This is an optimization exercise on Yosys and OpenROAD, whose aim is small area and a short achievable clock period, not a production implementation. In this exercise RTL edits were held to simulation tests only and were not proved equivalent to the original.

==> flow/design.v <==
module simple_ntt_core #(
  parameter int data_width      = 32,
  parameter int max_buffer_size = 4,
  parameter int modulus         = 3329,
  parameter int root            = 1729
) (
  input  logic                               clk,
  input  logic                               reset,
  input  logic [data_width-1:0]              input_buffer0,
  input  logic [data_width-1:0]              input_buffer1,
  input  logic [data_width-1:0]              input_buffer2,
  input  logic [data_width-1:0]              input_buffer3,
  input  logic [$clog2(max_buffer_size)-1:0] index,
  output logic [data_width-1:0]              output_buffer
);
  localparam int iw = $clog2(max_buffer_size);
  localparam logic [data_width-1:0]   q_w    = data_width'(modulus);
  localparam logic [data_width:0]     q_ext  = (data_width + 1)'(modulus);
  localparam logic [2*data_width-1:0] q_wide = (2 * data_width)'(modulus);
  localparam logic [data_width-1:0] twiddle = data_width'(root);
  if (max_buffer_size != 4) begin : g_bad_size
    $error("simple_ntt_core: only max_buffer_size = 4 is supported");
  end
  if (longint'(modulus) >= (64'(1) << (data_width - 1))) begin : g_bad_modulus
    $error("simple_ntt_core: modulus must be below 2^(data_width-1)");
  end
  function automatic logic [data_width-1:0] mod_add(
    input logic [data_width-1:0] a,
    input logic [data_width-1:0] b
  );
    logic [data_width:0] s;
    s = {1'b0, a} + {1'b0, b};
    if (s >= q_ext) s = s - q_ext;
    mod_add = data_width'(s);
  endfunction
  function automatic logic [data_width-1:0] mod_sub(
    input logic [data_width-1:0] a,
    input logic [data_width-1:0] b
  );
    logic [data_width:0] d;
    d = {1'b0, a} - {1'b0, b};
    if (a < b) d = d + q_ext;
    mod_sub = data_width'(d);
  endfunction
  function automatic logic [data_width-1:0] mod_mul(
    input logic [data_width-1:0] a,
    input logic [data_width-1:0] b
  );
    logic [2*data_width-1:0] p;
    p = {{data_width{1'b0}}, a} * {{data_width{1'b0}}, b};
    p = p % q_wide;
    mod_mul = data_width'(p);
  endfunction
  logic [data_width-1:0] a_r [4];
  logic [iw-1:0]         index_r;
  always_ff @(posedge clk or posedge reset) begin
    if (reset) begin
      for (int unsigned i = 0; i < 4; i++) a_r[i] <= '0;
      index_r <= '0;
    end else begin
      a_r[0]  <= input_buffer0 % q_w;
      a_r[1]  <= input_buffer1 % q_w;
      a_r[2]  <= input_buffer2 % q_w;
      a_r[3]  <= input_buffer3 % q_w;
      index_r <= index;
    end
  end
  logic [data_width-1:0] e0, e1, o0, o1;
  logic [data_width-1:0] bin    [4];
  logic [data_width-1:0] result [4];
  always_comb begin
    e0 = mod_add(a_r[0], a_r[2]);
    e1 = mod_sub(a_r[0], a_r[2]);
    o0 = mod_add(a_r[1], a_r[3]);
    o1 = mod_mul(mod_sub(a_r[1], a_r[3]), twiddle);
    bin[0] = mod_add(e0, o0);
    bin[1] = mod_add(e1, o1);
    bin[2] = mod_sub(e0, o0);
    bin[3] = mod_sub(e1, o1);
    for (int unsigned i = 0; i < 4; i++) begin
      result[i] = bin[i];
    end
  end
  always_ff @(posedge clk or posedge reset) begin
    if (reset) output_buffer <= '0;
    else       output_buffer <= result[index_r];
  end
endmodule
==> flow/run.sh <==
#!/bin/bash
# synth_recipe.tcl (not shown) runs the flow's synth.tcl, then flattens the netlist and writes it again
# the make line also repeats each setting of config.mk as NAME=value (left out here)
make -C /OpenROAD-flow-scripts/flow DESIGN_CONFIG=/design/flow/config.mk WORK_HOME=/design/flow/orfs CLKGATE_MAP_FILE= SYNTH_SCRIPT=/design/flow/synth_recipe.tcl finish
==> flow/config.mk <==
export PLATFORM = sky130hd
export DESIGN_NAME = simple_ntt_core
export DESIGN_NICKNAME = simple_ntt_core
export VERILOG_FILES = /design/flow/design.v
export SDC_FILE = /design/flow/constraint.sdc
export NUM_CORES = 4
export LEC_CHECK = 0
export CAP_MARGIN = 20
export CORE_MARGIN = 2
export CORE_UTILIZATION = 40
export SLEW_MARGIN = 20
==> flow/constraint.sdc <==
create_clock -name core_clock -period 55.0 [get_ports {clk}]
set_input_delay 11.0000 -clock core_clock [delete_from_list [all_inputs] [get_ports {clk}]]
set_output_delay 11.0000 -clock core_clock [all_outputs]
set_load 0.01 [all_outputs]
==> reports/metrics.cfg <==
[cells_and_area]
final_cell_mix=1185 x nor2_1, 940 x xnor2_1, 863 x nand2_1, 614 x a21oi_1, 610 x inv_1
stdcell_area_um2=73800
syn_to_final_growth_pct=7.37
layout_commonest_cell=nor2_1
finalNetCount=10500
drive_gt1_frac=0.0679
fin_cells=12200
n_fill_cell=17700

[place]
io_buffers=163
placed_cell_area_um2=72200
gp_congestion=0.968
dp.cells=12100
place_hpwl_mm=179

[synthesis]
synthMuxAreaShare=0.0323
syn_inst=9948
synth_nets=10600
synthAdderAreaFrac=0.108
synthDistinctLibCells=160
synth-simple-area-share=0.286
synth_compound_area_frac=0.284
synth_edf_count=0
synth_top_family_by_area=simple AND/OR/NAND/NOR gates
synth_ff_type=dfrtp_1
syn_area_um2=68700
synth_xor_area_frac=0.177
ys_warn_count=4
syn_area_per_cell_um2=6.91
ys_seq_area_frac=0.0590
ys_ff_latch=162
synth-async-reset-ratio=1.00

[clocking]
h-tree-depth=4
clkLatencyLatePin_ns=0.51
clk_path_buf_depth=2
clockRootBuffer=clkbuf_16
cts_made_buffers=17
cts_tree=yes
cts_sinks=162
path_clk_slew_ns=0.08

[drt]
drt_iter0_drc=5980
dr.pass1.iters=10
ant_nets=0
via_per_inst=5.93
via_count=72000
drt-total-wl_mm=215
drc=0
wl_per_cell_um=17.7

[setup_path]
path_class=flop to flop
crit_path_start_kind=flop
cpMaxStageDelayCell=or4b_2
crit_fanout=19
arrival_ns=52.21
cp_common_cell=a21o_1
critPathMaxStageDelay_ns=0.70
cp-end-kind=flop
required_ns=55.37

[die]
initial_utilization=0.401
rows=152
die-area_um2=175000
die_w_um=418
num_io_pins=164
core-area_um2=171000
die_h_um=418

[global_routing]
globalRoute.totalOverflow=0
grt_pass1_vias=66400
antenna_found_initial=11
track_usage=0.233
grt_pass1_wl_mm=347
grt_max_degree=72

[sta]
clock_skew_ns=0.0249
maxSlewViolCount=0
fin_crit_ns=51.85
timing.hold.ws_ns=0.887
slew_headroom=0.250
hold_violations=0
min_period_over_period=0.943
tightestPinTransition_ns=1.12
max_freq_mhz=19.3
setup_viol=0

[job]
maxCapViolCount=0

[outcome]
status=no timing/DRC/antenna violations

[min_path]
min_path_type=flop to flop

-- per-layer routing --
| layer | wire length [um] | up-vias | GRT usage |
|---|---|---|---|
| li1 | - | 35700 | - |
| met1 | 103000 | 34100 | 0.327 |
| met2 | 96800 | 1926 | 0.381 |
| met3 | 10100 | 268 | 0.0208 |
| met4 | 5190 | 14 | 0.0595 |
| met5 | 93 | - | 0 |
-- flip-flops by register name (all words and copies together), names as in the netlist --
name,cells
index_r,2
output_buffer,32
a_r,128
-- synthesized netlist by cell type, types with 99 or more instances --
master | count | area [um^2]
xnor2_1 | 956 | 8370
a21o_1 | 144 | 1080
o21bai_1 | 168 | 1260
inv_1 | 611 | 2290
nand2b_1 | 144 | 901
clkbuf_1 | 214 | 803
xor2_1 | 410 | 3590
a31oi_1 | 115 | 719
nor3_1 | 298 | 1490
nand3_1 | 301 | 1510
or2_2 | 120 | 751
and3_1 | 111 | 694
ha_1 | 424 | 5310
o21ai_0 | 440 | 2200
a21oi_1 | 620 | 3100
and2_1 | 190 | 1190
or3_1 | 130 | 813
nand2_1 | 865 | 3250
nor4_1 | 113 | 707
dfrtp_1 | 162 | 4050
o211ai_1 | 101 | 758
o21a_1 | 99 | 743
nor2_1 | 1190 | 4470
-- worst max-delay path: cells and delay by family, from the launching register on --
family	cells	cell delay [ns]
buf+inv	14	2.19
fa+ha+maj	8	2.94
xor+xnor	11	2.48
mux	3	1.28
compound gates	116	27.12
simple gates	49	15.19
flops	1	0.45
-- path summary, 6_finish.rpt --
check / from / to / cells after the start / slack (ns)
setup reg to reg: a_r[3][1] / output_buffer[30] / 201 / 3.15
min in group asynchronous: reset / a_r[1][11] / 2 / 11.11
max in group asynchronous: reset / index_r[1] / 4 / 41.86
setup / recovery: a_r[3][1] / output_buffer[30] / 201 / 3.15
hold reg to reg: index_r[0] / output_buffer[1] / 2 / 0.89
hold / removal: index_r[0] / output_buffer[1] / 2 / 0.89
-- cell type report --
class	count	area (um^2)	share of cell area
antenna	3	7.51	0.000102
clock buffer	18	429	0.00582
clock inverter	14	185	0.00251
inverter	618	2320	0.0315
multi-input combinational	8855	61700	0.836
sequential	162	4060	0.0550
tap	2233	2790	0.0379
timing repair buffer	248	2280	0.0309
-- cell families after synthesis --
group                    after synthesis
multiplexers                         183
adder cells (fa/ha/maj)              557
AND/OR/NAND/NOR                     3959
buffers and inverters                932
AO/OA/AOI/OAI                       2779
flip-flops                           162
XOR/XNOR                            1376
-- per-stage QoR --
| step | setup slack, ns | util | setup TNS [ns] |
|---|---|---|---|
| 2_1_floorplan | 9.09 | - | 0 |
| 3_3_place_gp | 1.08 | 0.422 | 0 |
| 3_5_place_dp | 0.0994 | 0.422 | 0 |
| 4_1_cts | 0.168 | 0.425 | 0 |
| 5_1_grt | -0.126 | 0.431 | -0.169 |
| 6_report | 3.15 | 0.431 | 0 |
-- what timing repair did --
action                                  4_1_cts  5_1_grt
hold buffers                                  0        0
resized for setup                             2      137
endpoints found under the setup margin        8       32
cloned                                        0        1
pin swaps                                     0       15
buffers inserted                              0       23

[static timing again, ports no longer ideal]
The results above use ideal ports. As a check the final layout listed here was re-extracted and re-timed, cells and wires unchanged.
Step 1: set_driving_cell puts a clkbuf_16 on clk and a buf_2 on each other input, an assumption about the parent block.
Step 2, shift: input delay + t, output delay - t, t = (earliest + latest rising clock arrival at the registers) / 2. This alone moves slack from input paths to output paths.
a / b / c = no drivers / after step 1 / after step 2; a / b = the first two.
t (ns): 0.560
slack for setup (ns): 3.154 / 3.154 / 3.154
hold WS [ns]: 0.887 / 0.887 / 0.887
latest minus earliest clock arrival (ns): 0.026 / 0.026
After both steps setup and hold are still met in this run. For this run, drivers alone change the setup slack by 0.000 ns; drivers and shift together by 0.000 ns.
